This design comes from an exercise in tuning for small area, a short achievable clock period and few clock cycles per item on the open sky130 flow, not from production work.
RTL that was checked went through simulation tests only; none was proved equivalent to the original.
Only the layout flow was run in run 1; the RTL was not checked for function there.
Power is estimated from default activity; no workload was simulated.

<file path="flow/config.mk">
export PLATFORM = sky130hd
export DESIGN_NAME = ln_top
export DESIGN_NICKNAME = ln_top
export VERILOG_FILES = /design/flow/design.v
export SDC_FILE = /design/flow/constraint.sdc
export NUM_CORES = 4
export LEC_CHECK = 0
export CAP_MARGIN = 20
export CORE_MARGIN = 2
export CORE_UTILIZATION = 45
export PLACE_DENSITY = 0.6
export SETUP_SLACK_MARGIN = 5
export SLEW_MARGIN = 20
</file>
<file path="flow/constraint.sdc">
create_clock -name core_clock -period 9.0 [get_ports {core_clk}]
set_input_delay 1.8000 -clock core_clock [delete_from_list [all_inputs] [get_ports {core_clk}]]
set_output_delay 1.8000 -clock core_clock [all_outputs]
set_load 0.01 [all_outputs]
</file>
<file path="flow/design.v">
package ln_pkg;
    typedef enum logic [1:0] {
        IDLE,
        SUM,    
        DIV,    
        OUT     
    } ln_state_e;
    typedef struct packed {
        logic [6:0] m;
        logic [4:0] e;
    } ln_div_t;
    typedef struct packed {
        logic [12-1:0]          channel_number;   
        logic [15:0]                  im_base;
        logic [15:0]                  om_base;
        logic [11:0]                  ifm_align;        
        logic [11:0]                  ofm_align;
        logic [11:0]                  block_count;
        logic [3:0]                   shift_out;
        logic [4*12-1:0]      div;              
    } ln_cfg_t;
    typedef struct packed {
        ln_state_e           state;
        logic [12-1:0] cnt;    
    } ln_phase_t;
    typedef struct packed {
        logic                  ren;
        logic [13-1:0] raddr;
        logic                  wen;
        logic [13-1:0] waddr;
    } ln_lbuf_req_t;
    typedef struct packed {
        logic                    ren;
        logic                    wen;
        logic [11-1:0] addr;    
    } ln_cache_req_t;
    typedef struct packed {
        logic clear;
        logic acc_en;
        logic mean_start;
        logic out_en;
    } ln_lane_ctl_t;
endpackage
`timescale 1ns/1ps
module ln_top (
    input  logic                  core_clk,
    input  logic                  rst_n,
    input  logic                  ln_start,       
    input  ln_pkg::ln_cfg_t       cfg,            
    input  logic [(4 * 4 * 8)-1:0] lbuf_rdata,
    input  logic [(4 * 4 * 8)-1:0] cache_rdata,
    output logic                  ln_end,
    output ln_pkg::ln_lbuf_req_t  lbuf_req,
    output logic [(4 * 4 * 8)-1:0] lbuf_wdata,
    output ln_pkg::ln_cache_req_t cache_req,
    output logic [(4 * 4 * 8)-1:0] cache_wdata
);
    localparam int ROWS  = 4 * 4;
    localparam int ACC_W = 19;                    
    localparam int P_W   = 26;                    
    localparam logic [1:0] PT_SUMC = 2'd0;
    localparam logic [1:0] PT_SUMX = 2'd1;
    localparam logic [1:0] PT_OUTL = 2'd2;
    localparam logic [4:0] GAP     = 5'd18;       
    logic [2:0] sh_s3;       
    logic [6:0] sh_mask;     
    logic       sh_s8;       
    always_ff @(posedge core_clk) begin
        sh_s8 <= cfg.shift_out[3];
        sh_s3 <= cfg.shift_out[3] ? 3'd0 : cfg.shift_out[2:0];
        for (int j = 0; j < 7; j++)
            sh_mask[j] <= cfg.shift_out[3] || (cfg.shift_out[2:0] >= 3'(7 - j));
    end
    logic                  busy;
    logic                  act;         
    logic                  first;       
    logic [1:0]            pt;          
    logic [1:0]            pend;        
    logic [12-1:0]   cnt;         
    logic [4:0]            gap;
    logic                  gap_on;
    logic [11:0]           sl;          
    logic                  cren;
    logic [13-1:0] raddr, rbase, rnext;
    logic                  last_req;
    logic                  go;          
    assign last_req = act && (cnt == 12'(1));
    assign rnext    = rbase + 13'(cfg.ifm_align);
    assign go       = gap_on && (gap == 5'd1);
    always_ff @(posedge core_clk or negedge rst_n) begin
        if (!rst_n) begin
            busy   <= 1'b0;
            act    <= 1'b0;
            first  <= 1'b0;
            gap_on <= 1'b0;
            cren   <= 1'b0;
        end else begin
            first <= 1'b0;
            if (!busy) begin
                if (ln_start) begin
                    busy  <= 1'b1;
                    act   <= 1'b1;
                    first <= 1'b1;
                end
            end else if (last_req) begin
                if (pt == PT_OUTL) begin
                    if (sl == '0) begin
                        busy <= 1'b0;
                        act  <= 1'b0;
                    end else begin
                        first <= 1'b1;
                    end
                end else begin
                    act    <= 1'b0;
                    cren   <= 1'b0;
                    gap_on <= 1'b1;
                end
            end else if (go) begin
                gap_on <= 1'b0;
                act    <= 1'b1;
                first  <= 1'b1;
                cren   <= (pend == PT_SUMX);
            end
        end
    end
    always_ff @(posedge core_clk) begin
        if (!busy) begin
            pt    <= PT_SUMC;
            cnt   <= cfg.channel_number;
            raddr <= cfg.im_base[13-1:0];
            rbase <= cfg.im_base[13-1:0];
            sl    <= cfg.block_count - 12'd1;
        end else if (act && !last_req) begin
            cnt   <= cnt - 12'(1);
            raddr <= raddr + 13'(1);
        end else if (last_req) begin
            gap  <= GAP;
            pend <= (pt == PT_SUMX || sl == '0) ? PT_OUTL : PT_SUMX;
            if (pt == PT_OUTL) begin
                pt    <= PT_SUMC;
                cnt   <= cfg.channel_number;
                raddr <= rnext;
                rbase <= rnext;
                sl    <= sl - 12'd1;
            end
        end else if (gap_on) begin
            gap <= gap - 5'd1;
            if (go) begin
                pt  <= pend;
                cnt <= cfg.channel_number;
                if (pend == PT_SUMX) begin
                    raddr <= rnext;
                    rbase <= rnext;
                    sl    <= sl - 12'd1;
                end else begin
                    raddr <= rbase;
                end
            end
        end
    end
    logic p0_sum, p0_cwr, p0_out, p0_srcc, p0_jlast;
    logic p1_sum, p1_cwr, p1_out, p1_srcc, p1_first, p1_last, p1_jlast;
    logic p2_sum, p2_cwr, p2_out, p2_srcc, p2_first, p2_last, p2_jlast;
    logic p3_sum, p3_cwr, p3_out, p3_last, p3_jlast;
    logic p4_last, p4_jlast;
    logic lwen;
    logic [13-1:0]   waddr, wbase, wnext;
    logic [11-1:0] caddr;
    assign p0_sum   = act && (pt != PT_OUTL);
    assign p0_cwr   = act && (pt == PT_SUMC);
    assign p0_out   = act && (pt != PT_SUMC);
    assign p0_srcc  = (pt == PT_SUMX);
    assign p0_jlast = (pt == PT_OUTL) && (sl == '0);
    assign wnext    = wbase + 13'(cfg.ofm_align);
    always_ff @(posedge core_clk or negedge rst_n) begin
        if (!rst_n) begin
            {p1_sum, p1_cwr, p1_out, p1_srcc, p1_first, p1_last, p1_jlast} <= '0;
            {p2_sum, p2_cwr, p2_out, p2_srcc, p2_first, p2_last, p2_jlast} <= '0;
            {p3_sum, p3_cwr, p3_out, p3_last, p3_jlast}                    <= '0;
            {p4_last, p4_jlast}                                            <= '0;
            lwen   <= 1'b0;
            ln_end <= 1'b0;
        end else begin
            {p1_sum, p1_cwr, p1_out, p1_srcc, p1_first, p1_last, p1_jlast} <=
                {p0_sum, p0_cwr, p0_out, p0_srcc, first, last_req, p0_jlast};
            {p2_sum, p2_cwr, p2_out, p2_srcc, p2_first, p2_last, p2_jlast} <=
                {p1_sum, p1_cwr, p1_out, p1_srcc, p1_first, p1_last, p1_jlast};
            {p3_sum, p3_cwr, p3_out, p3_last, p3_jlast} <=
                {p2_sum, p2_cwr, p2_out, p2_last, p2_jlast};
            {p4_last, p4_jlast} <= {p3_last, p3_jlast};
            lwen   <= p3_out;
            ln_end <= lwen && p4_last && p4_jlast;
        end
    end
    always_ff @(posedge core_clk) begin
        if (!busy && ln_start) begin
            waddr <= cfg.om_base[13-1:0];
            wbase <= cfg.om_base[13-1:0];
        end else if (lwen) begin
            waddr <= p4_last ? wnext : waddr + 13'(1);
            if (p4_last) wbase <= wnext;
        end
        if (go)
            caddr <= '0;
        else if (cren)
            caddr <= caddr + 11'(1);
        else if (p2_cwr)
            caddr <= p2_first ? '0 : caddr + 11'(1);
    end
    assign lbuf_req.ren   = act;
    assign lbuf_req.raddr = raddr;
    assign lbuf_req.wen   = lwen;
    assign lbuf_req.waddr = waddr;
    assign cache_req.ren  = cren;
    assign cache_req.wen  = p3_cwr;
    assign cache_req.addr = caddr;
    logic [(4 * 4 * 8)-1:0] r_l;    
    logic [(4 * 4 * 8)-1:0] r_o;    
    always_ff @(posedge core_clk) begin
        r_l <= p2_sum ? lbuf_rdata : '0;
        r_o <= p2_srcc ? cache_rdata : lbuf_rdata;
    end
    assign cache_wdata = r_l;
    logic                    ex_on;
    logic [3:0]              ek;
    logic [3:0]              ek_n;
    logic [6:0]              m_reg, m_d;
    logic [4:0]              e_reg, e_d, e_d2;
    logic                    sv, pv;
    logic signed [ACC_W-1:0] s_reg;
    logic signed [P_W-1:0]   prod;
    logic signed [P_W-1:0]   quo;
    logic signed [8:0]       mean_new;
    logic [ACC_W-1:0]        acc  [ROWS];
    logic signed [8:0]       mean [ROWS];
    logic [11:0]             div_sel;
    assign ek_n    = ex_on ? ek + 4'd1 : 4'd0;
    assign div_sel = cfg.div[ek_n[3:2]*12 +: 12];
    always_ff @(posedge core_clk or negedge rst_n) begin
        if (!rst_n) begin
            ex_on <= 1'b0;
            ek    <= '0;
            sv    <= 1'b0;
            pv    <= 1'b0;
        end else begin
            sv <= ex_on;
            pv <= sv;
            if (p3_sum && p3_last) begin
                ex_on <= 1'b1;
                ek    <= '0;
            end else if (ex_on) begin
                ek <= ek + 4'd1;
                if (ek == 4'd15) ex_on <= 1'b0;
            end
        end
    end
    always_ff @(posedge core_clk) begin
        m_reg <= div_sel[11:5];
        e_reg <= div_sel[4:0];
        if (ex_on) begin
            s_reg <= signed'(acc[0] - {cfg.channel_number, 7'd0});
            m_d   <= m_reg;
            e_d   <= e_reg;
        end
        if (sv) begin
            prod <= P_W'(s_reg) * P_W'($signed({1'b0, m_d}));
            e_d2 <= e_d;
        end
    end
    assign quo = prod >>> e_d2;
    always_comb begin
        if (quo > 26'sd255)
            mean_new = 9'sd255;
        else if (quo < -26'sd256)
            mean_new = -9'sd256;
        else
            mean_new = quo[8:0];
    end
    for (genvar r = 0; r < ROWS; r++) begin : g_row
        logic [7:0]       u;
        logic [8:0]       lo;
        logic [10:0]      hi;
        logic [ACC_W-1:0] nxt;
        logic [9:0]       d;
        logic [9:0]       ne;
        logic             nf;
        logic             sg;
        logic [7:0]       shl;
        assign u  = {r_l[r*8+7] ^ p3_sum, r_l[r*8 +: 7]};
        assign lo = {1'b0, acc[r][7:0]} + {1'b0, u};
        assign hi = acc[r][18:8] + {10'd0, lo[8]};
        if (r == ROWS - 1) begin : g_tail
            assign nxt = '0;
        end else begin : g_link
            assign nxt = acc[r+1];
        end
        always_ff @(posedge core_clk or negedge rst_n) begin
            if (!rst_n)
                acc[r] <= '0;
            else
                acc[r] <= ex_on ? nxt : {hi, lo[7:0]};
        end
        always_ff @(posedge core_clk) begin
            if (pv) mean[r] <= (r == ROWS - 1) ? mean_new : mean[(r + 1) % ROWS];
        end
        assign d   = {{2{r_o[r*8+7]}}, r_o[r*8 +: 8]} - {mean[r][8], mean[r]};
        assign sg  = d[9];
        assign ne  = d ^ {10{sg}};
        assign nf  = ne[8] | ne[7] | (|(ne[6:0] & sh_mask)) | (sh_s8 & sg);
        assign shl = d[7:0] << sh_s3;
        always_ff @(posedge core_clk) begin
            lbuf_wdata[r*8 +: 8] <= nf ? {sg, {7{~sg}}} : shl;
        end
    end
endmodule
</file>
<file path="flow/run.sh">
#!/bin/bash
# synth_recipe.tcl (not shown) runs the flow's synth.tcl, then flattens the netlist and writes it again
# the make line also repeats each setting of config.mk as NAME=value (left out here)
make -C /OpenROAD-flow-scripts/flow DESIGN_CONFIG=/design/flow/config.mk WORK_HOME=/design/flow/orfs CLKGATE_MAP_FILE= SYNTH_SCRIPT=/design/flow/synth_recipe.tcl finish
</file>
==> impl_metrics.env, run 1 <==
export IMPL_routed_via_density=5.44
export IMPL_vias=48700
export IMPL_critPathArrivalTime_ns=5.22
export IMPL_grt_pass1_wl_um=296000
export IMPL_path_class="reg2reg"
export IMPL_synth_cell_types=92
export IMPL_cts_htree_levels=3
export IMPL_setup_viol=0
export IMPL_period_share_pct=52.7
export IMPL_reg2reg_slack_ns=4.26
export IMPL_routed_wl_um=199000
export IMPL_tightest_slew_ns=1.13
export IMPL_synth_seq_area_share_pct=40.8
export IMPL_fp_dieW_um=377
export IMPL_worstSkewPairLatency_ns=0.74
export IMPL_fin_cells=8946
export IMPL_ant_nets=0
export IMPL_wl_per_cell_um=22.2
export IMPL_largest_register_ffs=304
export IMPL_seq_power_share_pct=40.3
export IMPL_overflow=0
export IMPL_critPathMostFrequentCell="fa_1"
export IMPL_cp_end_kind="flop"
export IMPL_rsz0062_at_grt="yes"
export IMPL_rows=136
export IMPL_cts_buffer_depth=3
export IMPL_cts_root_buf="clkbuf_16"
export IMPL_crit_start="m_d[2]$_DFFE_PP_"
export IMPL_regToRegStartpoint="m_d[2]$_DFFE_PP_"
export IMPL_p_leak_nw=31.8
export IMPL_cp_cell_sequence="buf_12, and2_4, fa_1, fa_1, fa_1, inv_1, fa_1, inv_1, ha_4, a21oi_2, o21ai_2, a41o_1, o31ai_4, o31ai_4, a211o_1, a31o_2, a21oi_2, xnor2_1"
export IMPL_slowest_delay_ns=0.55
export IMPL_async_reset_ff_share_pct=32.3
export IMPL_switching_power_mw=5.08
export IMPL_port_buffers=682
export IMPL_synth_area_um2=62600
export IMPL_drc=0
export IMPL_core_area_um2=138000
export IMPL_hold_end="p2_last$_DFF_PN0_"
export IMPL_worstReg2RegEnd="prod[24]$_DFFE_PP_"
export IMPL_grt_pass1_vias=48400
export IMPL_synthCells=6409
export IMPL_syn_nets=7334
export IMPL_dr_first_iter_drc_count=3471
export IMPL_die_h_um=377
export IMPL_grt_antenna_before_repair=25
export IMPL_areaGrowthSynthToFinish_pct=21.3
export IMPL_min_period_ns=4.74
export IMPL_powerDensity_nw_per_um2=208
export IMPL_clkTransAtPathRegs_ns=0.06
export IMPL_largest_register="acc"
export IMPL_reg_top3="acc: 304 flops, mean: 144 flops"
export IMPL_cp_top_family="adder cells"
export IMPL_clkPwrFrac_pct=31.7
export IMPL_nNetsFinal=7972
export IMPL_max_slew_margin_pct=24.6
export IMPL_hp_class="reg2reg"
export IMPL_cts_hold_buf=0
export IMPL_final_max_slew_viol_count=0
export IMPL_required_ns=9.48
export IMPL_startpoint_type="flop"
export IMPL_drive_gt1_share_pct=10.3
export IMPL_yosysWarningCount=3
export IMPL_p_int_mw=10.7
export IMPL_die_area_um2=142000
export IMPL_maxCapViolCount=0
export IMPL_io_pins=689
export IMPL_finalHoldViolations=0
export IMPL_grt_max_degree=249
export IMPL_dp_cells=8675
export IMPL_p_comb_share_pct=28.0
export IMPL_final_util_pct=55.1
export IMPL_cts_buffers_inserted=117
export IMPL_grt_use_total_pct=27.5
export IMPL_place_congestion=1.03
export IMPL_cts_tree="built"
export IMPL_min_from="p1_last$_DFF_PN0_"
export IMPL_critPathMaxFanout=11
export IMPL_synth_edff_count=289
export IMPL_skew_ns=0.0225
export IMPL_syn_avg_cell_area_um2=9.77
export IMPL_cpMaxStageDelayCell="fa_1"
export IMPL_initial_core_util_pct=45.4
export IMPL_synthFlopType="dfxtp_1"
export IMPL_peakVddDrop_uv=185
export IMPL_hold_path_depth=0
export IMPL_outcome="finished clean"
export IMPL_cts_sinks=1048
export IMPL_path_buf_inv=3
export IMPL_dp_hpwl_um=153000
export IMPL_finalSetupTns_ns=0
export IMPL_reg2reg_depth=18
export IMPL_fmax_mhz=211
export IMPL_p_sw_share_pct=32.1
export IMPL_synth_seq_cells=1048
export IMPL_dr_pass1_iters=8
## synth_stat cells, drive strengths merged, types with 17 or more instances
cell type	n	area (um^2)
nor2	419	1570
o31a	18	160
nand3	127	636
o21ai	528	2650
mux2i	172	1720
nand2b	82	513
o22ai	40	250
o31ai	37	292
o21a	51	383
or3	40	250
clkbuf	204	766
inv	479	1800
nor3	73	365
a22oi	17	128
and3	52	325
xnor2	265	2320
nor2b	48	300
ha	400	5000
xor2	215	1880
a21oi	289	1450
mux2	289	3250
and2	294	1840
buf	47	230
a21o	96	721
edfxtp	289	8680
mux4	42	946
o211ai	20	150
fa	134	2680
a211oi	35	280
dfrtp	339	8480
or2	22	138
nand2	629	2360
dfxtp	420	8410
## how the worst max path moves through the flow
stage | slack (ns) | depth (start not counted) | end
4_1_cts | 4.25 | 18 | prod[24]$_DFFE_PP_
6_report | 4.26 | 18 | prod[24]$_DFFE_PP_
2_1_floorplan | 4.54 | 16 | prod[25]$_DFFE_PP_
3_3_place_gp | 3.95 | 17 | prod[24]$_DFFE_PP_
3_5_place_dp | 3.90 | 16 | prod[24]$_DFFE_PP_
5_1_grt | 4.10 | 18 | prod[24]$_DFFE_PP_
## logic make-up (layout without fill, tap and decap cells)
kind of cell               count (synthesis)  after routing  share of synthesized area (%)
muxes                                    503            503                           9.46
buffers and inverters                    732           1474                           4.47
adders and majority gates                534            534                           12.3
DFF                                     1048           1048                           40.8
other                                      0              1                              0
and+or+nand+nor                         1841           1841                           14.0
xor gates and xnor gates                 480            480                           6.71
AOI/OAI and AO/OA                       1271           1271                           12.2
## power groups by stage
stage	Clock, mW	Combinational, mW	Sequential, mW
after detailed placement	0	4.37	6.46
after global placement	0	4.25	6.44
final	5.02	4.42	6.37
after CTS	5.12	4.43	6.37
after floorplan	0	3.04	6.22
after global routing	5.31	4.98	6.46
## area by class of cell
cell class,instances,area [um^2]
well taps,1794,2240
inverters,481,1810
clock buffers,171,3500
repair buffers,770,7570
fillers,12300,61900
multi-input cells,4629,34700
clock inverters,52,564
flip-flops and latches,1048,25600
diodes,1,2.50
## cells in the final DEF, fill, tap and decap left out, types with 22 or more instances in the layout
cell / synthesis / routed
clkbuf_16: 0 / 124
clkbuf_1: 204 / 24
or3_1: 40 / 40
nand3_1: 127 / 125
a21oi_1: 289 / 276
and3_1: 52 / 52
a211oi_1: 33 / 32
o31ai_1: 36 / 34
xnor2_1: 265 / 265
mux2i_1: 172 / 172
fa_1: 134 / 129
nor2b_1: 48 / 46
or2_2: 22 / 22
o21a_1: 51 / 51
edfxtp_1: 289 / 289
clkdlybuf4s50_1: 0 / 679
inv_1: 475 / 474
o21ai_0: 525 / 513
dfxtp_1: 420 / 417
a21o_1: 96 / 96
dfrtp_1: 339 / 333
mux2_2: 288 / 288
mux4_2: 42 / 42
nand2b_1: 82 / 81
nor2_1: 419 / 413
and2_1: 294 / 287
o22ai_1: 40 / 40
clkbuf_8: 0 / 22
nor3_1: 73 / 72
nand2_1: 629 / 624
xor2_1: 215 / 215
ha_1: 400 / 389
buf_4: 4 / 80
## stage by stage
| step | total power, mW | setup WS, ns | area [um^2] | hold WS [ns] |
|---|---|---|---|---|
| after floorplan | 9.26 | 4.54 | 62900 | 0.331 |
| after global placement | 10.7 | 3.95 | 71300 | 0.332 |
| after detailed placement | 10.8 | 3.90 | 71300 | 0.336 |
| after CTS | 15.9 | 4.25 | 75700 | 0.349 |
| after global routing | 16.7 | 4.10 | 75900 | 0.355 |
| final | 15.8 | 4.26 | 76000 | 0.347 |
## timing repair
action | CTS | global route
setup endpoints to repair | 22 | 67
gates resized for setup | 11 | 31
setup buffers | 32 | 15
cloned | 0 | 0
pin swaps | 8 | 11
## metal layers
metal  wire, um  track usage, %
met2      94500            46.3
met4       8610            11.4
met5        184               0
met3      11500            4.80
met1      84000            34.8
==> inputs of run 2 (changes only) <==
--- a/flow/design.v
+++ b/flow/design.v
@@ -62,10 +62,15 @@
     localparam logic [1:0] PT_SUMX = 2'd1;
     localparam logic [1:0] PT_OUTL = 2'd2;
     localparam logic [4:0] GAP     = 5'd18;       
+    logic [13-1:0] ia_q, oa_q;
+    logic [12-1:0]   n_q;
     logic [2:0] sh_s3;       
     logic [6:0] sh_mask;     
     logic       sh_s8;       
     always_ff @(posedge core_clk) begin
+        ia_q  <= 13'(cfg.ifm_align);
+        oa_q  <= 13'(cfg.ofm_align);
+        n_q   <= cfg.channel_number;
         sh_s8 <= cfg.shift_out[3];
         sh_s3 <= cfg.shift_out[3] ? 3'd0 : cfg.shift_out[2:0];
         for (int j = 0; j < 7; j++)
@@ -84,8 +89,9 @@
     logic [13-1:0] raddr, rbase, rnext;
     logic                  last_req;
     logic                  go;          
-    assign last_req = act && (cnt == 12'(1));
-    assign rnext    = rbase + 13'(cfg.ifm_align);
+    logic                  lastn;       
+    assign last_req = act && lastn;
+    assign rnext    = rbase + ia_q;
     assign go       = gap_on && (gap == 5'd1);
     always_ff @(posedge core_clk or negedge rst_n) begin
         if (!rst_n) begin
@@ -104,7 +110,7 @@
                 end
             end else if (last_req) begin
                 if (pt == PT_OUTL) begin
-                    if (sl == '0) begin
+                    if (sl == 12'd1) begin
                         busy <= 1'b0;
                         act  <= 1'b0;
                     end else begin
@@ -127,18 +133,21 @@
         if (!busy) begin
             pt    <= PT_SUMC;
             cnt   <= cfg.channel_number;
+            lastn <= (cfg.channel_number == 12'(1));
             raddr <= cfg.im_base[13-1:0];
             rbase <= cfg.im_base[13-1:0];
-            sl    <= cfg.block_count - 12'd1;
+            sl    <= cfg.block_count;
         end else if (act && !last_req) begin
             cnt   <= cnt - 12'(1);
+            lastn <= (cnt == 12'(2));
             raddr <= raddr + 13'(1);
         end else if (last_req) begin
             gap  <= GAP;
-            pend <= (pt == PT_SUMX || sl == '0) ? PT_OUTL : PT_SUMX;
+            pend <= (pt == PT_SUMX || sl == 12'd1) ? PT_OUTL : PT_SUMX;
             if (pt == PT_OUTL) begin
                 pt    <= PT_SUMC;
-                cnt   <= cfg.channel_number;
+                cnt   <= n_q;
+                lastn <= (n_q == 12'(1));
                 raddr <= rnext;
                 rbase <= rnext;
                 sl    <= sl - 12'd1;
@@ -146,8 +155,9 @@
         end else if (gap_on) begin
             gap <= gap - 5'd1;
             if (go) begin
-                pt  <= pend;
-                cnt <= cfg.channel_number;
+                pt    <= pend;
+                cnt   <= n_q;
+                lastn <= (n_q == 12'(1));
                 if (pend == PT_SUMX) begin
                     raddr <= rnext;
                     rbase <= rnext;
@@ -170,8 +180,8 @@
     assign p0_cwr   = act && (pt == PT_SUMC);
     assign p0_out   = act && (pt != PT_SUMC);
     assign p0_srcc  = (pt == PT_SUMX);
-    assign p0_jlast = (pt == PT_OUTL) && (sl == '0);
-    assign wnext    = wbase + 13'(cfg.ofm_align);
+    assign p0_jlast = (pt == PT_OUTL) && (sl == 12'd1);
+    assign wnext    = wbase + oa_q;
     always_ff @(posedge core_clk or negedge rst_n) begin
         if (!rst_n) begin
             {p1_sum, p1_cwr, p1_out, p1_srcc, p1_first, p1_last, p1_jlast} <= '0;
@@ -228,8 +238,12 @@
     logic [4:0]              e_reg, e_d, e_d2;
     logic                    sv, pv;
     logic signed [ACC_W-1:0] s_reg;
+    logic signed [22:0]      pa;        
+    logic signed [21:0]      pb;        
     logic signed [P_W-1:0]   prod;
     logic signed [P_W-1:0]   quo;
+    logic [P_W-1:0]          hmask;     
+    logic                    ovf;
     logic signed [8:0]       mean_new;
     logic [ACC_W-1:0]        acc  [ROWS];
     logic signed [8:0]       mean [ROWS];
@@ -257,22 +271,22 @@
     always_ff @(posedge core_clk) begin
         m_reg <= div_sel[11:5];
         e_reg <= div_sel[4:0];
-        if (ex_on) begin
-            s_reg <= signed'(acc[0] - {cfg.channel_number, 7'd0});
-            m_d   <= m_reg;
-            e_d   <= e_reg;
-        end
-        if (sv) begin
-            prod <= P_W'(s_reg) * P_W'($signed({1'b0, m_d}));
-            e_d2 <= e_d;
-        end
+        s_reg <= signed'(acc[0] - {n_q, 7'd0});
+        m_d   <= m_reg;
+        e_d   <= e_reg;
+        pa    <= 23'(s_reg) * 23'($signed({1'b0, m_d[3:0]}));
+        pb    <= 22'(s_reg) * 22'($signed({1'b0, m_d[6:4]}));
+        e_d2  <= e_d;
+    end
+    assign prod = P_W'(pa) + (P_W'(pb) <<< 4);
+    assign quo  = prod >>> e_d2;
+    for (genvar j = 0; j < P_W; j++) begin : g_hmask
+        assign hmask[j] = (j >= 8) && (6'(j) >= 6'(e_d2) + 6'd8);
     end
-    assign quo = prod >>> e_d2;
+    assign ovf = |((prod ^ {P_W{prod[P_W-1]}}) & hmask);
     always_comb begin
-        if (quo > 26'sd255)
-            mean_new = 9'sd255;
-        else if (quo < -26'sd256)
-            mean_new = -9'sd256;
+        if (ovf)
+            mean_new = prod[P_W-1] ? -9'sd256 : 9'sd255;
         else
             mean_new = quo[8:0];
     end
==> run 2 against run 1 <==
Compared with the run above:
- count of clock-buffer cells in the layout up 14
- wire length increased by 2.5%
- sequential power rose by 36%
- cell count is 4.7% higher
- register-to-register slack improved by 0.45 ns
- highest routed layer unchanged
==> impl_metrics.env, run 2 <==
export IMPL_synth_compound_area_share_pct=14.2
export IMPL_critPathArrivalTime_ns=4.97
export IMPL_cts_root_buf="clkbuf_16"
export IMPL_cts_tree="built"
export IMPL_drc=0
export IMPL_required_ns=9.68
export IMPL_synth_seq_area_share_pct=40.7
export IMPL_startpoint_type="flop"
export IMPL_routed_via_density=5.41
export IMPL_worstSkewPairLatency_ns=0.77
export IMPL_synth_top_family_by_area="compound AO/OA/AOI/OAI gates"
export IMPL_maxCapViolCount=0
export IMPL_wl_per_cell_um=21.7
export IMPL_min_period_ns=4.29
export IMPL_finalHoldViolations=0
export IMPL_fp_dieW_um=381
export IMPL_period_share_pct=47.6
export IMPL_path_buf_inv=0
export IMPL_synth_seq_cells=1104
export IMPL_grt_antenna_before_repair=27
export IMPL_reg_top3="acc: 304 flops, mean: 144 flops"
export IMPL_initial_core_util_pct=45.3
export IMPL_path_class="reg2reg"
export IMPL_fmax_mhz=233
export IMPL_synth_cell_types=113
export IMPL_vias=50700
export IMPL_dpl_cell_area_um2=72600
export IMPL_core_area_um2=141000
export IMPL_grt_pass1_vias=49800
export IMPL_reg2reg_depth=16
export IMPL_layout_commonest_cell="clkdlybuf4s50_1"
export IMPL_cts_hold_buf=0
export IMPL_dp_hpwl_um=155000
export IMPL_slowest_delay_ns=0.49
export IMPL_synthCells=6726
export IMPL_peakVddDrop_uv=253
export IMPL_critPathMaxFanout=8
export IMPL_dp_slack_ns=4.15
export IMPL_powerDensity_nw_per_um2=440
export IMPL_netlist_area_leader_share_pct=16.8
export IMPL_cts_buffer_depth=3
export IMPL_synth_edff_count=228
export IMPL_yosys_area_top_type="dfxtp_1"
export IMPL_drive_gt1_share_pct=9.84
export IMPL_reg2reg_slack_ns=4.71
export IMPL_nFillCells=12600
export IMPL_synthXorXnorAreaFrac_pct=7.49
export IMPL_max_slew_margin_pct=30.9
export IMPL_cpMaxStageDelayCell="fa_1"
export IMPL_overflow=0
export IMPL_routed_wl_um=204000
export IMPL_cp_top_family="compound AO/OA/AOI/OAI gates"
export IMPL_ant_nets=0
export IMPL_dr_first_iter_drc_count=3746
export IMPL_place_congestion=0.941
export IMPL_cts_htree_levels=4
export IMPL_min_from="m_reg[0]$_DFF_P_"
export IMPL_final_max_slew_viol_count=0
export IMPL_synth_mux_area_share_pct=6.90
export IMPL_final_area_um2=77800
export IMPL_synthSimpleGateAreaFrac_pct=13.8
export IMPL_final_cell_mix="680 x clkdlybuf4s50_1, 662 x nand2_1, 556 x inv_1"
export IMPL_regToRegStartpoint="m_d[3]$_DFF_P_"
export IMPL_die_area_um2=145000
export IMPL_largest_register_ffs=304
export IMPL_skew_ns=0.0308
export IMPL_grt_max_degree=195
export IMPL_rsz0062_at_grt="yes"
export IMPL_cts_sinks=1104
export IMPL_finalSetupTns_ns=0
export IMPL_nNetsFinal=8305
export IMPL_cp_end_kind="flop"
export IMPL_outcome="finished clean"
export IMPL_hp_class="reg2reg"
export IMPL_synthAdderAreaFrac_pct=11.9
export IMPL_whs_ns=0.330
export IMPL_worstReg2RegEnd="pa[22]$_DFF_P_"
export IMPL_tightest_slew_ns=1.04
export IMPL_power_mw=34.2
export IMPL_yosysWarningCount=3
export IMPL_hold_end="m_d[0]$_DFF_P_"
export IMPL_setup_viol=0
export IMPL_synthFlopType="dfxtp_1"
export IMPL_p_leak_nw=33.6
export IMPL_largest_register="acc"
export IMPL_yosys_top_cells_area="dfxtp_1 17%, dfrtp_1 13%, edfxtp_1 11%"
export IMPL_syn_avg_cell_area_um2=9.52
export IMPL_synthTopCellsByCount="663 x nand2_1, 561 x inv_1, 537 x dfxtp_1"
export IMPL_hold_path_depth=0
export IMPL_io_pins=689
export IMPL_postLayoutSetupSlackWorst_ns=4.71
export IMPL_clkTransAtPathRegs_ns=0.06
export IMPL_port_buffers=682
export IMPL_syn_nets=7668
export IMPL_synth_area_um2=64000
export IMPL_async_reset_ff_share_pct=30.7
export IMPL_dr_pass1_iters=6
export IMPL_cp_cell_sequence="and2_1, ha_1, ha_4, fa_1, fa_1, a21o_1, a21oi_4, o21ai_4, o41ai_4, o21ai_2, o41a_1, a41o_1, o41ai_4, o21bai_1, a21oi_2, xnor2_1"
export IMPL_cts_buffers_inserted=131
export IMPL_areaGrowthSynthToFinish_pct=21.5
export IMPL_die_h_um=381
export IMPL_rows=138
export IMPL_grt_use_total_pct=27.5
export IMPL_grt_pass1_wl_um=305000
export IMPL_synth_most_common_cell="nand2_1"
[run 2: cell types whose count changed in the layout (fill, tap and decap cells not counted), sizes merged, moves of 27 or more]
cell and delta:
inv +84, xnor2 +62, ha +58, edfxtp -61, o21bai +35, nand2 +34, dfxtp +117, fa -41
nor2b +29, nand2b -27, and2 -34, a21oi +51, mux2i -79, mux2 -37
[run 2: final cells by class]
cell class / instances / area (um^2) / area share, %
Timing Repair Buffer: 763 / 7490 / 9.62
Clock inverter: 58 / 672 / 0.864
Inverter: 567 / 2130 / 2.74
Clock buffer: 185 / 3810 / 4.90
Multi-Input combinational cell: 4796 / 35200 / 45.2
Antenna cell: 7 / 17.5 / 0.0225
Sequential cell: 1104 / 26100 / 33.6
Tap cell: 1890 / 2360 / 3.04
[run 2: kinds of logic (layout without fill, tap and decap cells)]
family,count (synthesis),count (layout)
and+or+nand+nor,1868,1868
AOI/OAI and AO/OA,1454,1455
DFF,1104,1104
buffers and inverters,827,1573
adders and majority gates,551,551
xor gates and xnor gates,548,548
muxes,374,374
other,0,7
[run 2: how the worst max path moves through the flow]
stage	cells after the start	endpoint	start	slack (ns)
after floorplan	18	pa[22]$_DFF_P_	m_d[2]$_DFF_P_	4.80
after detailed placement	16	pa[22]$_DFF_P_	m_d[1]$_DFF_P_	4.15
after CTS	18	pa[22]$_DFF_P_	m_d[3]$_DFF_P_	4.73
final	16	pa[22]$_DFF_P_	m_d[3]$_DFF_P_	4.71
after global routing	18	pa[22]$_DFF_P_	m_d[3]$_DFF_P_	4.51
after global placement	16	pa[22]$_DFF_P_	m_d[1]$_DFF_P_	4.17
[run 2: power breakdown]
part | switching, mW | internal, mW
registers | 1.55 | 7.09
logic | 11.3 | 8.76
clock network | 2.23 | 3.30
total | 15.1 | 19.2
[run 2: stage by stage]
| stage | cells | utilization [%] |
|---|---|---|
| floorplan | 6726 | - |
| global placement | 9080 | 51.3 |
| detailed placement | 9080 | 51.3 |
| CTS | 9348 | 54.8 |
| global route | 9368 | 55.0 |
| finish | 9370 | 55.0 |
[run 2: per-layer routing]
metal	vias to the layer above	share of wire [%]	global-route usage, %
met4	16	3.5	9.78
li1	24400	-	-
met2	1465	47	45.2
met3	305	5.7	4.42
met5	-	0.051	0
met1	24400	44	36.6
[run 2: repair_timing]
item,CTS,global route
buffers inserted,25,14
gates resized for setup,52,42
gates cloned,0,1
pin swaps,25,18
hold endpoints to repair,0,0
setup endpoints to repair,31,75
Testbench counts of run 2, summed over its fixed seeds: cycles 69,512, items 40,736.
==> inputs of run 3 (changes only) <==
--- a/flow/design.v
+++ b/flow/design.v
@@ -61,7 +61,7 @@
     localparam logic [1:0] PT_SUMC = 2'd0;
     localparam logic [1:0] PT_SUMX = 2'd1;
     localparam logic [1:0] PT_OUTL = 2'd2;
-    localparam logic [4:0] GAP     = 5'd18;       
+    localparam logic [4:0] GAP     = 5'd17;       
     logic [13-1:0] ia_q, oa_q;
     logic [12-1:0]   n_q;
     logic [2:0] sh_s3;       
@@ -224,13 +224,11 @@
     assign cache_req.ren  = cren;
     assign cache_req.wen  = p3_cwr;
     assign cache_req.addr = caddr;
-    logic [(4 * 4 * 8)-1:0] r_l;    
-    logic [(4 * 4 * 8)-1:0] r_o;    
+    logic [(4 * 4 * 8)-1:0] r_o;
     always_ff @(posedge core_clk) begin
-        r_l <= p2_sum ? lbuf_rdata : '0;
         r_o <= p2_srcc ? cache_rdata : lbuf_rdata;
     end
-    assign cache_wdata = r_l;
+    assign cache_wdata = r_o;
     logic                    ex_on;
     logic [3:0]              ek;
     logic [3:0]              ek_n;
@@ -238,6 +236,8 @@
     logic [4:0]              e_reg, e_d, e_d2;
     logic                    sv, pv;
     logic signed [ACC_W-1:0] s_reg;
+    logic signed [ACC_W+1:0] s3_reg;    
+    logic signed [ACC_W+1:0] ms0, ms1, ms2;
     logic signed [22:0]      pa;        
     logic signed [21:0]      pb;        
     logic signed [P_W-1:0]   prod;
@@ -259,7 +259,7 @@
         end else begin
             sv <= ex_on;
             pv <= sv;
-            if (p3_sum && p3_last) begin
+            if (p2_sum && p2_last) begin
                 ex_on <= 1'b1;
                 ek    <= '0;
             end else if (ex_on) begin
@@ -271,13 +271,27 @@
     always_ff @(posedge core_clk) begin
         m_reg <= div_sel[11:5];
         e_reg <= div_sel[4:0];
-        s_reg <= signed'(acc[0] - {n_q, 7'd0});
-        m_d   <= m_reg;
-        e_d   <= e_reg;
-        pa    <= 23'(s_reg) * 23'($signed({1'b0, m_d[3:0]}));
-        pb    <= 22'(s_reg) * 22'($signed({1'b0, m_d[6:4]}));
+        s_reg  <= signed'(acc[0] - {n_q, 7'd0});
+        s3_reg <= 21'(signed'(acc[0] - {n_q, 7'd0})) * 21'sd3;
+        m_d    <= m_reg;
+        e_d    <= e_reg;
+        pa     <= 23'(ms0) + (23'(ms1) <<< 2);
+        pb     <= 22'(ms2) + (22'(m_d[6] ? 21'(s_reg) : 21'sd0) <<< 2);
         e_d2  <= e_d;
     end
+    function automatic logic signed [ACC_W+1:0] mul2(input logic [1:0] dg,
+                                                     input logic signed [ACC_W-1:0] a,
+                                                     input logic signed [ACC_W+1:0] a3);
+        case (dg)
+            2'd0:    mul2 = '0;
+            2'd1:    mul2 = 21'(a);
+            2'd2:    mul2 = 21'(a) <<< 1;
+            default: mul2 = a3;
+        endcase
+    endfunction
+    assign ms0 = mul2(m_d[1:0], s_reg, s3_reg);
+    assign ms1 = mul2(m_d[3:2], s_reg, s3_reg);
+    assign ms2 = mul2(m_d[5:4], s_reg, s3_reg);
     assign prod = P_W'(pa) + (P_W'(pb) <<< 4);
     assign quo  = prod >>> e_d2;
     for (genvar j = 0; j < P_W; j++) begin : g_hmask
@@ -300,7 +314,7 @@
         logic             nf;
         logic             sg;
         logic [7:0]       shl;
-        assign u  = {r_l[r*8+7] ^ p3_sum, r_l[r*8 +: 7]};
+        assign u  = p2_sum ? {~lbuf_rdata[r*8+7], lbuf_rdata[r*8 +: 7]} : 8'd0;
         assign lo = {1'b0, acc[r][7:0]} + {1'b0, u};
         assign hi = acc[r][18:8] + {10'd0, lo[8]};
         if (r == ROWS - 1) begin : g_tail
==> flow/flow/run.sh (new file) <==
#!/bin/bash
set -euo pipefail
export BUFFER_PORTS_ARGS="-buffer_cell sky130_fd_sc_hd__buf_2"
export SETUP_SLACK_MARGIN=5.8
bash standard.sh > flow_make.log 2>&1
==> flow/standard.sh (new file) <==
#!/bin/bash
# synth_recipe.tcl (not shown) runs the flow's synth.tcl, then flattens the netlist and writes it again
# the make line also repeats each setting of config.mk as NAME=value (left out here)
make -C /OpenROAD-flow-scripts/flow DESIGN_CONFIG=/design/flow/config.mk WORK_HOME=/design/flow/orfs CLKGATE_MAP_FILE= SYNTH_SCRIPT=/design/flow/synth_recipe.tcl "${@:-finish}"
--- a/flow/config.mk
+++ b/flow/config.mk
@@ -8,6 +8,7 @@
 export CAP_MARGIN = 20
 export CORE_MARGIN = 2
 export CORE_UTILIZATION = 45
+export CTS_CLUSTER_DIAMETER = 60
+export CTS_CLUSTER_SIZE = 20
 export PLACE_DENSITY = 0.6
-export SETUP_SLACK_MARGIN = 5
 export SLEW_MARGIN = 20
removed: flow/run.sh
==> run 3 against run 2 <==
Compared with the run above:
- sequential power shrank 21%
- critical path type unchanged
- first-iteration DRC count grew 13%
- worst setup slack gained 0.55 ns
- clock skew grew 0.012 ns
- area after synthesis shrank 5.0%
- count of clock-buffer cells in the layout shrank 72
- combinational power shrank 37%
- total power shrank 29%
- cell count grew 2.1%
==> impl_metrics.env, run 3 <==
export IMPL_outcome="finished clean"
export IMPL_yosysWarningCount=3
export IMPL_syn_avg_cell_area_um2=9.35
export IMPL_port_buffers=682
export IMPL_min_period_ns=3.74
export IMPL_path_class="reg2reg"
export IMPL_routed_wl_um=213000
export IMPL_largest_register_ffs=304
export IMPL_met1_usage_pct=41.8
export IMPL_peakVddDrop_uv=274
export IMPL_dp_hpwl_um=154000
export IMPL_reg_top3="acc: 304 flops, mean: 144 flops"
export IMPL_synthCells=6506
export IMPL_wl_per_cell_um=22.2
export IMPL_yosys_area_top_type="dfxtp_1"
export IMPL_maxCapViolCount=0
export IMPL_setup_viol=0
export IMPL_startpoint_type="flop"
export IMPL_async_reset_ff_share_pct=34.0
export IMPL_synthTopCellsByCount="621 x nand2_1, 563 x o21ai_0, 458 x nor2_1"
export IMPL_postLayoutSetupSlackWorst_ns=5.26
export IMPL_cp_cell_sequence="ha_4, inv_2, fa_2, nor2b_4, o211ai_1, a21oi_2, o31ai_2, xnor2_2, nor2b_2, or4_4, nor4b_4, mux2i_2, nor4_4, buf_4, buf_6, a31oi_2"
export IMPL_cp_end_kind="flop"
export IMPL_clkTransAtPathRegs_ns=0.07
export IMPL_grt_busiest_layer="met2"
export IMPL_cts_hold_buf=0
export IMPL_use_met3_pct=5.54
export IMPL_areaGrowthSynthToFinish_pct=35.6
export IMPL_synthFlopType="dfxtp_1"
export IMPL_ant_nets=0
export IMPL_final_cell_mix="633 x buf_2, 591 x nand2_1, 483 x buf_4"
export IMPL_dr_first_iter_drc_count=4247
export IMPL_synth_edff_count=228
export IMPL_cts_root_buf="clkbuf_16"
export IMPL_critPathArrivalTime_ns=4.22
export IMPL_slowest_delay_ns=0.50
export IMPL_worstSkewPairLatency_ns=0.76
export IMPL_cts_htree_levels=3
export IMPL_synth_seq_cells=995
export IMPL_finalSetupTns_ns=0
export IMPL_grt_use_total_pct=29.2
export IMPL_die_h_um=372
export IMPL_grt_pass1_vias=50700
export IMPL_drive_gt1_share_pct=39.8
export IMPL_grt_antenna_before_repair=28
export IMPL_dr_pass1_iters=7
export IMPL_fp_dieW_um=372
export IMPL_yosys_top_cells_area="dfxtp_1 14%, dfrtp_1 14%, edfxtp_1 11%"
export IMPL_core_area_um2=134000
export IMPL_tightest_slew_ns=1.08
export IMPL_p_leak_nw=34.9
export IMPL_cts_tree="built"
export IMPL_fmax_mhz=267
export IMPL_io_pins=689
export IMPL_cpMaxStageDelayCell="or4_4"
export IMPL_synth_cell_types=111
export IMPL_critPathMaxFanout=5
export IMPL_place_congestion=0.972
export IMPL_cts_sinks=995
export IMPL_vias=53100
export IMPL_final_max_slew_viol_count=0
export IMPL_dp_slack_ns=4.31
export IMPL_routed_via_density=5.55
export IMPL_use_met2_pct=44.9
export IMPL_syn_nets=7385
export IMPL_grt_pass1_wl_um=308000
export IMPL_cts_buffers_inserted=106
export IMPL_synth_seq_area_share_pct=39.3
export IMPL_grt_max_degree=178
export IMPL_largest_register="acc"
export IMPL_die_area_um2=138000
export IMPL_synth_most_common_cell="nand2_1"
export IMPL_rsz0062_at_grt="yes"
export IMPL_required_ns=9.48
export IMPL_finalHoldViolations=0
export IMPL_period_share_pct=41.6
export IMPL_hp_class="reg2reg"
export IMPL_netlist_area_leader_share_pct=14.1
export IMPL_overflow=0
export IMPL_nFillCells=11100
export IMPL_nNetsFinal=8581
export IMPL_powerDensity_nw_per_um2=295
export IMPL_synth_area_um2=60800
export IMPL_rows=134
export IMPL_max_slew_margin_pct=28.0
export IMPL_cts_buffer_depth=3
export IMPL_skew_ns=0.0429
export IMPL_initial_core_util_pct=45.5
export IMPL_layout_commonest_cell="buf_2"
export IMPL_drc=0
[run 3: cell types whose count changed after synthesis, moves of 51 or more]
| cell | before | now |
|---|---|---|
| a22o_1 | 10 | 61 |
| fa_1 | 93 | 39 |
| mux2_2 | 252 | 319 |
| and2_1 | 259 | 145 |
| dfxtp_1 | 537 | 429 |
| inv_1 | 561 | 456 |
[run 3: logic make-up after synthesis]
| kind of cell | count (synthesis) | synth area share (%) |
|---|---|---|
| mux | 450 | 8.63 |
| buf+inv | 727 | 4.66 |
| simple gates | 1780 | 13.8 |
| fa+ha+maj | 488 | 10.5 |
| compound gates | 1558 | 15.8 |
| flops | 995 | 39.3 |
| xor+xnor | 508 | 7.31 |
[run 3: metal layers]
metal / vias to the layer above / wire, um
li1: 25200 / -
met1: 25700 / 95800
met2: 1851 / 93600
met3: 368 / 16000
met4: 26 / 7110
met5: - / 163
[run 3: final timing paths]
kind	from	endpoint	slack, ns	cells past startpoint
min reg2reg	m_reg[2]$_DFF_P_	m_d[2]$_DFF_P_	0.33	0
max reg2reg	pb[0]$_DFF_P_	mean[15][3]$_DFFE_PP_	5.26	16
max	pb[0]$_DFF_P_	mean[15][3]$_DFFE_PP_	5.26	16
min in group asynchronous	rst_n	acc[7][3]$_DFF_PN0_	1.13	1
min	m_reg[2]$_DFF_P_	m_d[2]$_DFF_P_	0.33	0
max in group asynchronous	rst_n	ex_on$_DFF_PN0_	6.26	2
[run 3: worst max-delay path, delay by kind of cell (launching register included)]
family / cells / cell delay (ns)
adders and majority gates: 2 / 0.51
muxes: 1 / 0.13
buffers and inverters: 3 / 0.31
DFF: 1 / 0.35
and+or+nand+nor: 5 / 1.38
AOI/OAI and AO/OA: 4 / 0.61
xor gates and xnor gates: 1 / 0.18
[run 3: what timing repair did]
item | 4_1_cts | 5_1_grt
setup buffers | 483 | 136
endpoints found under the setup margin | 468 | 385
pin swaps | 453 | 471
gates resized for setup | 778 | 568
gates cloned | 6 | 1
[run 3: layout make-up]
type                            count  area (um^2)  share of cell area [%]
Antenna cell                        9         22.5                  0.0273
Clock buffer                      113         2740                    3.32
Clock inverter                     87         1140                    1.38
Inverter                          461         1750                    2.12
Multi-Input combinational cell   4785        40700                    49.3
Sequential cell                   995        24100                    29.2
Tap cell                         1768         2210                    2.68
Timing Repair Buffer             1353         9800                    11.9
[run 3: where the power goes]
group          switching [mW]  leakage, nW  total, mW  internal [mW]
registers                1.16         9.58       6.83           5.67
clock network            2.30         1.88       4.82           2.51
logic                    6.06         23.5       12.7           6.62
[run 3: stage by stage]
| step | instances | hold slack (ns) | power, mW | util [%] | area (um^2) |
|---|---|---|---|---|---|
| after floorplan | 6506 | 0.310 | 13.6 | - | 63400 |
| after global placement | 8736 | 0.311 | 15.5 | 51.0 | 68300 |
| after detailed placement | 8736 | 0.313 | 15.7 | 51.0 | 68300 |
| after CTS | 9425 | 0.324 | 22.7 | 59.0 | 78900 |
| after global routing | 9563 | 0.325 | 25.8 | 61.7 | 82500 |
| final | 9571 | 0.327 | 24.3 | 61.7 | 82500 |
Testbench counts of run 3, summed over its fixed seeds: cycles 69,324, items 40,736.
==> inputs of run 4 (changes only) <==
==> flow/flow/run.sh (replaced) <==
#!/bin/bash
set -euo pipefail
export BUFFER_PORTS_ARGS="-buffer_cell sky130_fd_sc_hd__buf_2"
export SETUP_SLACK_MARGIN=5.0
bash standard.sh > flow_make.log 2>&1
==> run 4 against run 3 <==
Compared with the run above:
- still clean on timing, DRC and antenna
- via count fell by 6.2%
- total power shrank 16%
- sequential share of layout area increased by 4.1 points
- wire length fell by 6.2%
- global-route usage decreased by 1.2 points
- flip-flop and latch count is the same
- clock power barely moved
- largest power group unchanged
- highest routed layer unchanged
==> impl_metrics.env, run 4 <==
export IMPL_vias=49800
export IMPL_cts_buffers_inserted=107
export IMPL_syn_avg_cell_area_um2=9.35
export IMPL_max_slew_margin_pct=26.4
export IMPL_p_sw_share_pct=38.6
export IMPL_overflow=0
export IMPL_clkTransAtPathRegs_ns=0.06
export IMPL_maxCapViolCount=0
export IMPL_io_pins=689
export IMPL_min_period_ns=3.89
export IMPL_outcome="finished clean"
export IMPL_synth_seq_area_share_pct=39.3
export IMPL_postLayoutSetupSlackWorst_ns=5.11
export IMPL_grt_antenna_before_repair=45
export IMPL_routed_wl_um=199000
export IMPL_dp_hpwl_um=155000
export IMPL_dr_pass1_iters=6
export IMPL_port_buffers=682
export IMPL_areaGrowthSynthToFinish_pct=17.9
export IMPL_seq_power_share_pct=32.6
export IMPL_largest_register_ffs=304
export IMPL_die_area_um2=138000
export IMPL_p_leak_nw=30.5
export IMPL_synthTopCellsByCount="621 x nand2_1, 563 x o21ai_0, 458 x nor2_1"
export IMPL_peakVddDrop_uv=176
export IMPL_grt_pass1_vias=47100
export IMPL_cts_htree_levels=3
export IMPL_dr_first_iter_drc_count=4058
export IMPL_wl_per_cell_um=22.2
export IMPL_worstSkewPairLatency_ns=0.74
export IMPL_reg2reg_depth=17
export IMPL_hold_path_depth=0
export IMPL_ant_nets=0
export IMPL_drive_gt1_share_pct=23.3
export IMPL_final_cell_mix="679 x buf_2, 615 x nand2_1, 465 x o21ai_0"
export IMPL_nFillCells=12200
export IMPL_startpoint_type="input pin"
export IMPL_cts_tree="built"
export IMPL_critPathMaxFanout=5
export IMPL_cts_sinks=995
export IMPL_p_comb_share_pct=43.8
export IMPL_async_reset_ff_share_pct=34.0
export IMPL_fp_dieW_um=372
export IMPL_yosys_area_top_type="dfxtp_1"
export IMPL_core_area_um2=134000
export IMPL_path_class="in2reg"
export IMPL_p_int_mw=12.5
export IMPL_syn_nets=7385
export IMPL_yosysWarningCount=3
export IMPL_fmax_mhz=257
export IMPL_required_ns=9.59
export IMPL_reg_top3="acc: 304 flops, mean: 144 flops"
export IMPL_top_layer_used="met5"
export IMPL_cts_buffer_depth=3
export IMPL_grt_use_total_pct=28.0
export IMPL_nNetsFinal=8007
export IMPL_period_share_pct=43.2
export IMPL_drc=0
export IMPL_place_congestion=0.970
export IMPL_cts_hold_buf=0
export IMPL_synth_area_um2=60800
export IMPL_powerDensity_nw_per_um2=283
export IMPL_cts_root_buf="clkbuf_16"
export IMPL_cp_end_kind="flop"
export IMPL_synth_seq_cells=995
export IMPL_synth_cell_types=111
export IMPL_dp_slack_ns=4.30
export IMPL_layout_commonest_cell="buf_2"
export IMPL_power_mw=20.3
export IMPL_finalSetupTns_ns=0
export IMPL_routed_via_density=5.53
export IMPL_critPathArrivalTime_ns=4.48
export IMPL_grt_pass1_wl_um=293000
export IMPL_rows=134
export IMPL_clkPwrFrac_pct=23.6
export IMPL_synthCells=6506
export IMPL_initial_core_util_pct=45.5
export IMPL_yosys_top_cells_area="dfxtp_1 14%, dfrtp_1 14%, edfxtp_1 11%"
export IMPL_grt_max_degree=141
export IMPL_synth_edff_count=228
export IMPL_final_max_slew_viol_count=0
export IMPL_synthFlopType="dfxtp_1"
export IMPL_skew_ns=0.0316
export IMPL_setup_viol=0
export IMPL_largest_register="acc"
export IMPL_die_h_um=372
export IMPL_dr_wl_met2_um=85800
export IMPL_route_met3_wl_um=16600
export IMPL_rsz0062_at_grt="yes"
export IMPL_netlist_area_leader_share_pct=14.1
export IMPL_reg2reg_slack_ns=5.15
export IMPL_hp_class="reg2reg"
export IMPL_switching_power_mw=7.85
export IMPL_tightest_slew_ns=1.10
export IMPL_finalHoldViolations=0
export IMPL_drt_met1_wl_um=90800
export IMPL_synth_most_common_cell="nand2_1"
[run 4: cell counts after synthesis]
No cell type changed its count.
[run 4: routing by layer]
metal  up-vias  track usage [%]
met5         -            0.769
li1      24100                -
met3       289             5.88
met2      1746             42.5
met1     23700             40.2
met4        24             7.54
[run 4: power groups by stage]
stage	combinational, mW	clock, mW	sequential [mW]
finish	8.90	4.80	6.64
global route	9.98	5.07	6.77
CTS	8.58	4.90	6.64
detailed placement	8.39	0	6.72
global placement	8.25	0	6.71
floorplan	6.65	0	6.39
[run 4: timing repair]
action                     in CTS  in global routing
cloned                          2                  0
setup buffers                  24                 20
gates resized for setup        33                132
pin swaps                      12                 39
setup endpoints to repair     193                219
[run 4: path summary, 6_finish.rpt]
path	from	to
setup / recovery	lbuf_rdata[16]	acc[2][18]$_DFF_PN0_
hold / removal	e_reg[0]$_DFF_P_	e_d[0]$_DFF_P_
setup reg to reg	r_o[40]$_DFF_P_	lbuf_wdata[46]$_DFF_P_
hold reg to reg	e_reg[0]$_DFF_P_	e_d[0]$_DFF_P_
max in group asynchronous	rst_n	acc[13][10]$_DFF_PN0_
min in group asynchronous	rst_n	acc[7][0]$_DFF_PN0_
[run 4: area by class of cell]
| cell class | instances | area [um^2] | area share, % |
|---|---|---|---|
| inverter | 461 | 1730 | 2.42 |
| multi-input combinational | 4785 | 35600 | 49.6 |
| sequential | 995 | 23900 | 33.4 |
| clock inverter | 73 | 846 | 1.18 |
| clock buffer | 131 | 3050 | 4.25 |
| antenna | 10 | 25.0 | 0.0349 |
| timing repair buffer | 778 | 4340 | 6.05 |
| tap | 1768 | 2210 | 3.08 |
[run 4: cells by family (layout without fill, tap and decap cells)]
group                    after synthesis  count (layout)  share of synthesized area [%]
AO/OA/AOI/OAI                       1558            1558                           15.8
XOR/XNOR                             508             508                           7.31
adder cells (fa/ha/maj)              488             488                           10.5
buffers and inverters                727            1443                           4.66
flip-flops                           995             995                           39.3
multiplexers                         450             450                           8.63
other                                  0              10                              0
AND/OR/NAND/NOR                     1780            1781                           13.8
[run 4: critical path, stage by stage]
cell	delay, ns
buf_2	0.14
and2_4	0.16
ha_4	0.12
inv_2	0.04
fa_2	0.39
inv_1	0.06
a21oi_1	0.06
o21ai_1	0.17
and2_4	0.17
o21ai_1	0.06
nand2b_1	0.11
a21o_1	0.14
a21o_1	0.22
ha_4	0.19
ha_4	0.19
nand3_2	0.10
nor2_4	0.14
xnor2_1	0.12
o21ai_1	0.08
[run 4: metrics by stage]
stage / instance area [um^2] / utilization (%) / instances / hold slack (ns)
4_1_cts: 71000 / 53.1 / 8971 / 0.325
6_report: 71700 / 53.6 / 9001 / 0.319
3_5_place_dp: 66700 / 49.8 / 8741 / 0.312
3_3_place_gp: 66700 / 49.8 / 8741 / 0.311
5_1_grt: 71700 / 53.6 / 8992 / 0.328
2_1_floorplan: 61700 / - / 6506 / 0.310
==> inputs of run 5 (changes only) <==
==> flow/run.sh (new file) <==
#!/bin/bash
# synth_recipe.tcl (not shown) runs the flow's synth.tcl, then flattens the netlist and writes it again
# the make line also repeats each setting of config.mk as NAME=value (left out here)
make -C /OpenROAD-flow-scripts/flow DESIGN_CONFIG=/design/flow/config.mk WORK_HOME=/design/flow/orfs CLKGATE_MAP_FILE= SYNTH_SCRIPT=/design/flow/synth_recipe.tcl finish
--- a/flow/config.mk
+++ b/flow/config.mk
@@ -11,4 +11,5 @@
 export CTS_CLUSTER_DIAMETER = 60
 export CTS_CLUSTER_SIZE = 20
 export PLACE_DENSITY = 0.6
+export SETUP_SLACK_MARGIN = 5
 export SLEW_MARGIN = 20
removed: flow/flow/run.sh
removed: flow/standard.sh
==> run 5 against run 4 <==
Compared with the run above:
- highest routed layer unchanged
- critical path depth decreased by 18
- hold slack improved by 0.0011 ns
- still clean on timing, DRC and antenna
- sequential power hardly changed
- sequential share of layout area fell by 1.6 points
- global-route usage grew 0.54 points
- critical path type is now reg2out
==> impl_metrics.env, run 5 <==
export IMPL_outcome="finished clean"
export IMPL_cp_end_kind="primary output"
export IMPL_overflow=0
export IMPL_critPathMaxFanout=2
export IMPL_place_congestion=0.938
export IMPL_path_buf_inv=1
export IMPL_cts_buffers_inserted=107
export IMPL_core_area_um2=134000
export IMPL_die_area_um2=138000
export IMPL_cts_hold_buf=0
export IMPL_hp_class="reg2reg"
export IMPL_port_buffers=682
export IMPL_drc=0
export IMPL_syn_nets=7385
export IMPL_yosysWarningCount=3
export IMPL_io_pins=689
export IMPL_final_cell_mix="623 x clkdlybuf4s50_1, 610 x nand2_1, 467 x o21ai_0"
export IMPL_path_class="reg2out"
export IMPL_startpoint_type="flop"
export IMPL_worstSkewPairLatency_ns=0.75
export IMPL_yosys_top_cells_area="dfxtp_1 14%, dfrtp_1 14%, edfxtp_1 11%"
export IMPL_power_mw=20.7
export IMPL_tightest_slew_ns=1.11
export IMPL_areaGrowthSynthToFinish_pct=24.0
export IMPL_path_depth=1
export IMPL_dp_hpwl_um=157000
export IMPL_max_slew_margin_pct=25.8
export IMPL_final_util_pct=56.4
export IMPL_finalSetupTns_ns=0
export IMPL_cpMaxStageDelayCell="clkdlybuf4s50_1"
export IMPL_synth_most_common_cell="nand2_1"
export IMPL_reg_top3="acc: 304 flops, mean: 144 flops"
export IMPL_use_met2_pct=43.4
export IMPL_synthTopCellsByCount="621 x nand2_1, 563 x o21ai_0, 458 x nor2_1"
export IMPL_grt_pass1_vias=47400
export IMPL_clkTransAtPathRegs_ns=0.07
export IMPL_met1_usage_pct=41.3
export IMPL_skew_ns=0.0412
export IMPL_use_met3_pct=5.46
export IMPL_dpl_cell_area_um2=70100
export IMPL_synthCells=6506
export IMPL_largest_register="acc"
export IMPL_grt_max_degree=240
export IMPL_dr_first_iter_drc_count=4000
export IMPL_slowest_delay_ns=0.80
export IMPL_routed_via_density=5.54
export IMPL_reg2reg_depth=14
export IMPL_critPathArrivalTime_ns=2.17
export IMPL_cp_cell_sequence="clkdlybuf4s50_1"
export IMPL_cts_htree_levels=3
export IMPL_cts_sinks=995
export IMPL_cp_top_family="buffers and inverters"
export IMPL_synth_seq_cells=995
export IMPL_grt_busiest_layer="met2"
export IMPL_netlist_area_leader_share_pct=14.1
export IMPL_wl_per_cell_um=22.5
export IMPL_rows=134
export IMPL_layout_commonest_cell="clkdlybuf4s50_1"
export IMPL_final_max_slew_viol_count=0
export IMPL_p_leak_nw=30.8
export IMPL_synthFlopType="dfxtp_1"
export IMPL_drive_gt1_share_pct=14.9
export IMPL_cts_root_buf="clkbuf_16"
export IMPL_nNetsFinal=8022
export IMPL_async_reset_ff_share_pct=34.0
export IMPL_ant_nets=0
export IMPL_cts_tree="built"
export IMPL_powerDensity_nw_per_um2=274
export IMPL_required_ns=7.20
export IMPL_grt_use_total_pct=28.5
export IMPL_grt_antenna_before_repair=32
export IMPL_min_period_ns=3.97
export IMPL_fp_dieW_um=372
export IMPL_setup_viol=0
export IMPL_synth_cell_types=111
export IMPL_whs_ns=0.320
export IMPL_grt_pass1_wl_um=298000
export IMPL_synth_area_um2=60800
export IMPL_regToRegStartpoint="pa[10]$_DFF_P_"
export IMPL_cts_buffer_depth=3
export IMPL_synth_seq_area_share_pct=39.3
export IMPL_finalHoldViolations=0
export IMPL_largest_register_ffs=304
export IMPL_worstReg2RegEnd="mean[15][0]$_DFFE_PP_"
export IMPL_rsz0062_at_grt="yes"
export IMPL_syn_avg_cell_area_um2=9.35
export IMPL_maxCapViolCount=0
export IMPL_crit_start="r_o[44]$_DFF_P_"
export IMPL_endpoint="cache_wdata[44]"
export IMPL_dr_pass1_iters=6
export IMPL_peakVddDrop_uv=166
export IMPL_initial_core_util_pct=45.5
export IMPL_routed_wl_um=203000
export IMPL_yosys_area_top_type="dfxtp_1"
export IMPL_vias=49900
export IMPL_synth_edff_count=228
export IMPL_die_h_um=372
export IMPL_reg2reg_slack_ns=5.09
export IMPL_final_area_um2=75400
export IMPL_period_share_pct=44.1
export IMPL_fmax_mhz=252
-- run 5: logic make-up after synthesis --
group	count (synthesis)	share of synthesized area (%)
xor gates and xnor gates	508	7.31
DFF	995	39.3
and+or+nand+nor	1780	13.8
buffers and inverters	727	4.66
AOI/OAI and AO/OA	1558	15.8
muxes	450	8.63
adders and majority gates	488	10.5
-- run 5: routing by layer --
layer / vias to the layer above / share of wire, % / routed length, um
met2: 1650 / 44 / 88200
met4: 20 / 2.6 / 5220
met1: 23900 / 46 / 92900
met3: 261 / 8.0 / 16100
li1: 24100 / - / -
met5: - / 0.066 / 134
-- run 5: power breakdown --
part / internal, mW / switching (mW)
registers: 5.66 / 0.998
clock network: 2.56 / 2.19
logic: 4.44 / 4.84
-- run 5: stage by stage --
step	setup slack (ns)	instances
after detailed placement	3.76	8739
final	5.03	9012
after CTS	4.88	8966
after global placement	3.75	8739
after global routing	4.86	9008
after floorplan	4.90	6506
-- run 5: worst min-delay path by stage --
stage,from,end,slack (ns),cells past startpoint
CTS,m_reg[4]$_DFF_P_,m_d[4]$_DFF_P_,0.32,0
global route,m_reg[4]$_DFF_P_,m_d[4]$_DFF_P_,0.32,0
detailed placement,m_reg[0]$_DFF_P_,m_d[0]$_DFF_P_,0.31,0
finish,m_reg[3]$_DFF_P_,m_d[3]$_DFF_P_,0.32,0
floorplan,e_d[0]$_DFF_P_,e_d2[0]$_DFF_P_,0.31,0
global placement,e_reg[1]$_DFF_P_,e_d[1]$_DFF_P_,0.31,0
-- run 5: what timing repair did --
action | 4_1_cts | 5_1_grt
hold endpoints to repair | 0 | 0
setup endpoints to repair | 251 | 251
buffers inserted | 22 | 39
resized for setup | 106 | 239
gates cloned | 2 | 0
pin swaps | 20 | 59
-- run 5: final cells by class --
type / instances / area [um^2]
fill: 11900 / 58400
multi-input combinational: 4785 / 35900
sequential: 995 / 23900
timing repair buffer: 793 / 7800
clock buffer: 123 / 2820
tap: 1768 / 2210
inverter: 461 / 1740
clock inverter: 80 / 967
antenna: 7 / 17.5

port drivers added, routing unchanged:
How much do the figures lean on ideal ports? The routed layouts below were timed once more, with nothing changed but the port constraints.
Step 1 (the two cells are an assumption about what drives the block):
set clk [get_ports {core_clk}]
set_driving_cell -lib_cell sky130_fd_sc_hd__clkbuf_16 $clk
set_driving_cell -lib_cell sky130_fd_sc_hd__buf_2 [delete_from_list [all_inputs] $clk]
Step 2 moves the port delays by t, midway between the first and last clock arrival at a register: inputs arrive t later, outputs are due t later. That takes back most of the time a late clock gives input paths.
Slacks: ideal / step 1 / step 2; pairs: ideal / step 1.
| run | t (ns) | setup slack, ns | hold slack, ns |
|---|---|---|---|
| run 1 | 0.814 | 4.257 / 4.257 / 4.257 | 0.347 / 0.347 / 0.347 |
| run 2 | 0.852 | 4.712 / 4.712 / 4.712 | 0.330 / 0.330 / 0.330 |
| run 3 | 0.814 | 5.258 / 5.258 / 4.467 | 0.327 / 0.327 / 0.327 |
| run 4 | 0.802 | 5.113 / 5.150 / 4.357 | 0.319 / 0.319 / 0.319 |
| run 5 | 0.809 | 5.028 / 4.945 / 4.316 | 0.320 / 0.320 / 0.320 |
After both steps setup and hold are still met in every run listed. The setup slack of run 3, which loses most, moves by 0.000 ns with the drivers and by -0.791 ns with both steps.
